From an optimization exercise on the open Yosys and OpenROAD flow, aimed at small area, a short achievable clock period and few clock cycles; shortcuts taken in it are not production practice.
In this exercise RTL edits were held to simulation tests only and were not proved equivalent to the original.

Setup of run 1:
==> flow/design.v (excerpt) <==
module queen_top #(
    parameter int BOARD_N = 12
) (
    input  logic   clk,
    input  logic   rst_n,
    input  logic   in_valid,
    input  queen_pkg::coord_t row,
    input  queen_pkg::coord_t col,
    output logic   busy,
    output logic   out_valid,
    output queen_pkg::coord_t out,
    output logic   no_solution
);
    localparam int DW = 2 * BOARD_N - 1;
    logic                 idle;
    logic                 accepting;
    logic                 first_beat;
    logic [BOARD_N-1:0]   col_we;
    logic [BOARD_N-1:0]   cand;
    logic                 dead;
    logic [BOARD_N-1:0]   rq;
    logic [DW-1:0]        pq;
    logic [DW-1:0]        qq;
    logic [BOARD_N-1:0]   chk;
    queen_pkg::coord_t    start_q;
    logic                 busy_d;
    logic                 emit_d;
    logic                 nosol_d;
    queen_pkg::coord_t    next_row;
    queen_input #(.BOARD_N(BOARD_N)) u_queen_input (
        .in_valid   (in_valid),
        .col        (col),
        .idle       (idle),
        .accepting  (accepting),
        .first_beat (first_beat),
        .col_we     (col_we)
    );
  ...
make LEC_CHECK=0 ABC_AREA=1 CAP_MARGIN=20 CORE_MARGIN=2 CORE_UTILIZATION=40 SETUP_SLACK_MARGIN=4 SLEW_MARGIN=20 finish   # period 8.0 ns
run.sh (not shown) runs the stock make flow with config.mk's settings and CLKGATE_MAP_FILE= SYNTH_SCRIPT=/design/flow/synth_recipe.tcl, a recipe that flattens the netlist after the stock synthesis.
Testbench counts of run 1, summed over its fixed seeds: cycles 29,213.
> inputs changed (run 1 -> run 2)
Settings: SETUP_SLACK_MARGIN changed from 4 to 5.
==> run summary <==
Total global routing track utilization was higher in the run labelled run 2. Per the comparison of run 2 with run 1, global-route wire length before repair went up by 4500 um, slack of the worst reg-to-reg path now larger, count of vias placed by the detailed router went up 1,011. Run 1 vs run 2, highest metal layer with signal wires: met4 vs met5. Of run 2 and run 1, it is run 2 that has the higher final core area utilization. [compare] base=run 1 new=run 2: area used by multi-input combinational logic moved up, number of buffers other than clock buffers in the final layout rose by 81, met3 capacity usage during global routing rose by 2.0 points.
The inputs of run 3 differ from those of run 2 as listed below.
Settings: swapping 40 for 60 in CORE_UTILIZATION.
Against run 2, run 3 comes in 20 points higher on effective utilization at floorplan.
On number of buffers inserted during clock tree synthesis, run 3 tracks run 2 almost exactly.
Relative to run 2, site row count has gone down in run 3.
There was hardly any difference in largest buffer count on any clock path between run 2 and run 3.
From run 2 to run 3 the numbers moved as follows: number of buffers added for setup after CTS down 1, worst setup slack before clock tree synthesis up 200 ps, vertical die dimension down about 18%.
Run 3: number of cells upsized or downsized after cts is 11% higher than what run 2 reported.
Flow for run 3 halted at 5_1_grt, error code GRT-0232.
The lower placement-stage cell area came out of run 3.

---

== red ==
queen_top, a different RTL version from the one above (not shown whole).
For scale: ~1,700 cells after synthesis, roughly 140 flip-flops, about 0.011 mm^2 of cells after synthesis.
Design queen_top, start of the top module:
module queen_top #(
    parameter int BOARD_N = 12
) (
    input  logic   clk,
    input  logic   rst_n,
    input  logic   in_valid,
    input  queen_pkg::coord_t row,
    input  queen_pkg::coord_t col,
    output logic   busy,
    output logic   out_valid,
    output queen_pkg::coord_t out,
    output logic   no_solution
);
export LEC_CHECK = 0
export ABC_AREA = 1
export CAP_MARGIN = 20
export CORE_MARGIN = 2
export CORE_UTILIZATION = 40
export SETUP_SLACK_MARGIN = 4.5
export SLEW_MARGIN = 20
create_clock -name core_clock -period 8.0 [get_ports {clk}]
red has completed all stages; timing, DRC and antenna checks passed.
Testbench counts of red, summed over its fixed seeds: cycles 31,777.
> inputs changed (red -> blue)
- changing SETUP_SLACK_MARGIN from 4.5 to 5
### Flow results
Of the two candidates, red has the better relative slew slack and blue the worse one. In the tables for red and blue, multi-input combinational cell area reads lower with red. Total length of routed met2 wires | blue above red. [diff] setup slack, blue relative to red: improvement. Looking at red and blue, the cell count after placement is a wash. blue vs. red: met3 global-route usage went up by 2.3 points.
--- input diff blue..green ---
- an added ABC_CLOCK_PERIOD_IN_PS of 3500
- a deleted ABC_AREA that had been 1
- a change of SETUP_SLACK_MARGIN from 5 to 4.5
[summary]
- green ends up with a starting utilization of the core area that is 0.26 points lower than in blue.
- In the metrics for green and blue, the one carrying the lower actual slew at the worst max-slew pin is blue.
- Per the comparison of green with blue, post-layout worst setup margin shows a reduction of 0.60 ns; total wire length shows a reduction of 7500 um.
Here is what was changed in the inputs of orange compared with green.
- clearing ABC_CLOCK_PERIOD_IN_PS, which used to be 3500
- clearing SETUP_SLACK_MARGIN, which used to be 4.5
==> comparison <==
- Sort orange and green by quantity of gates resized following cts, descending, and green comes first.
- Note that the detailed-route wire length recorded for orange amounts to 0.882 times the value seen in green.
- orange -> green: number of clock sinks delta 0, exact match
- Re deepest clock path buffer count: no difference whatsoever between orange and green.
- Looking at worst hold slack, orange sits 0.0034 ns higher than green does.
- Cell with the biggest individual delay on the critical path: sky130_fd_sc_hd__dfxtp_1 -> green, sky130_fd_sc_hd__nor2_1 -> orange
- Going from green to orange, worst-case setup slack after placement now smaller.
- In orange relative to green, multi-input gate area in the final layout had gone down by more than 10%.
- Where violation count after the first detailed-routing iteration is concerned, green is outperformed by orange.
- met1 global-route usage for orange: 0.30 points up relative to green

-- what the ideal ports hide --
The results above use ideal ports. As a check the final layouts listed here were re-extracted and re-timed, cells and wires unchanged. Step 1 sets driving cells, clkbuf_16 on the clock port and buf_2 on the other inputs (assumed; they add their load-dependent delay and slew). Step 2 times the ports against the registers' clock, not the clock port: input delays grow and output delays shrink by t, the midpoint of the rising clock arrivals with the driver on. a / b / c = ideal ports / drivers / drivers and shift; a / b = the first two.
run | shift t [ns] | setup WS [ns] | slew at the worst register clock pin (ns)
run 1 | 0.492 | 4.112 / 4.117 / 3.626 | 0.08 / 0.08
run 2 | 0.497 | 4.939 / 4.939 / 4.597 | 0.08 / 0.08
red | 0.496 | 4.608 / 4.608 / 4.236 | 0.08 / 0.08
blue | 0.500 | 4.926 / 4.926 / 4.786 | 0.09 / 0.09
green | 0.485 | 4.331 / 4.331 / 3.943 | 0.08 / 0.08
orange | 0.479 | 2.635 / 2.635 / 2.635 | 0.08 / 0.08
After both steps setup and hold are still met in every run listed. The setup slack of run 1, which loses most, moves by +0.005 ns with the drivers and by -0.486 ns with both steps.
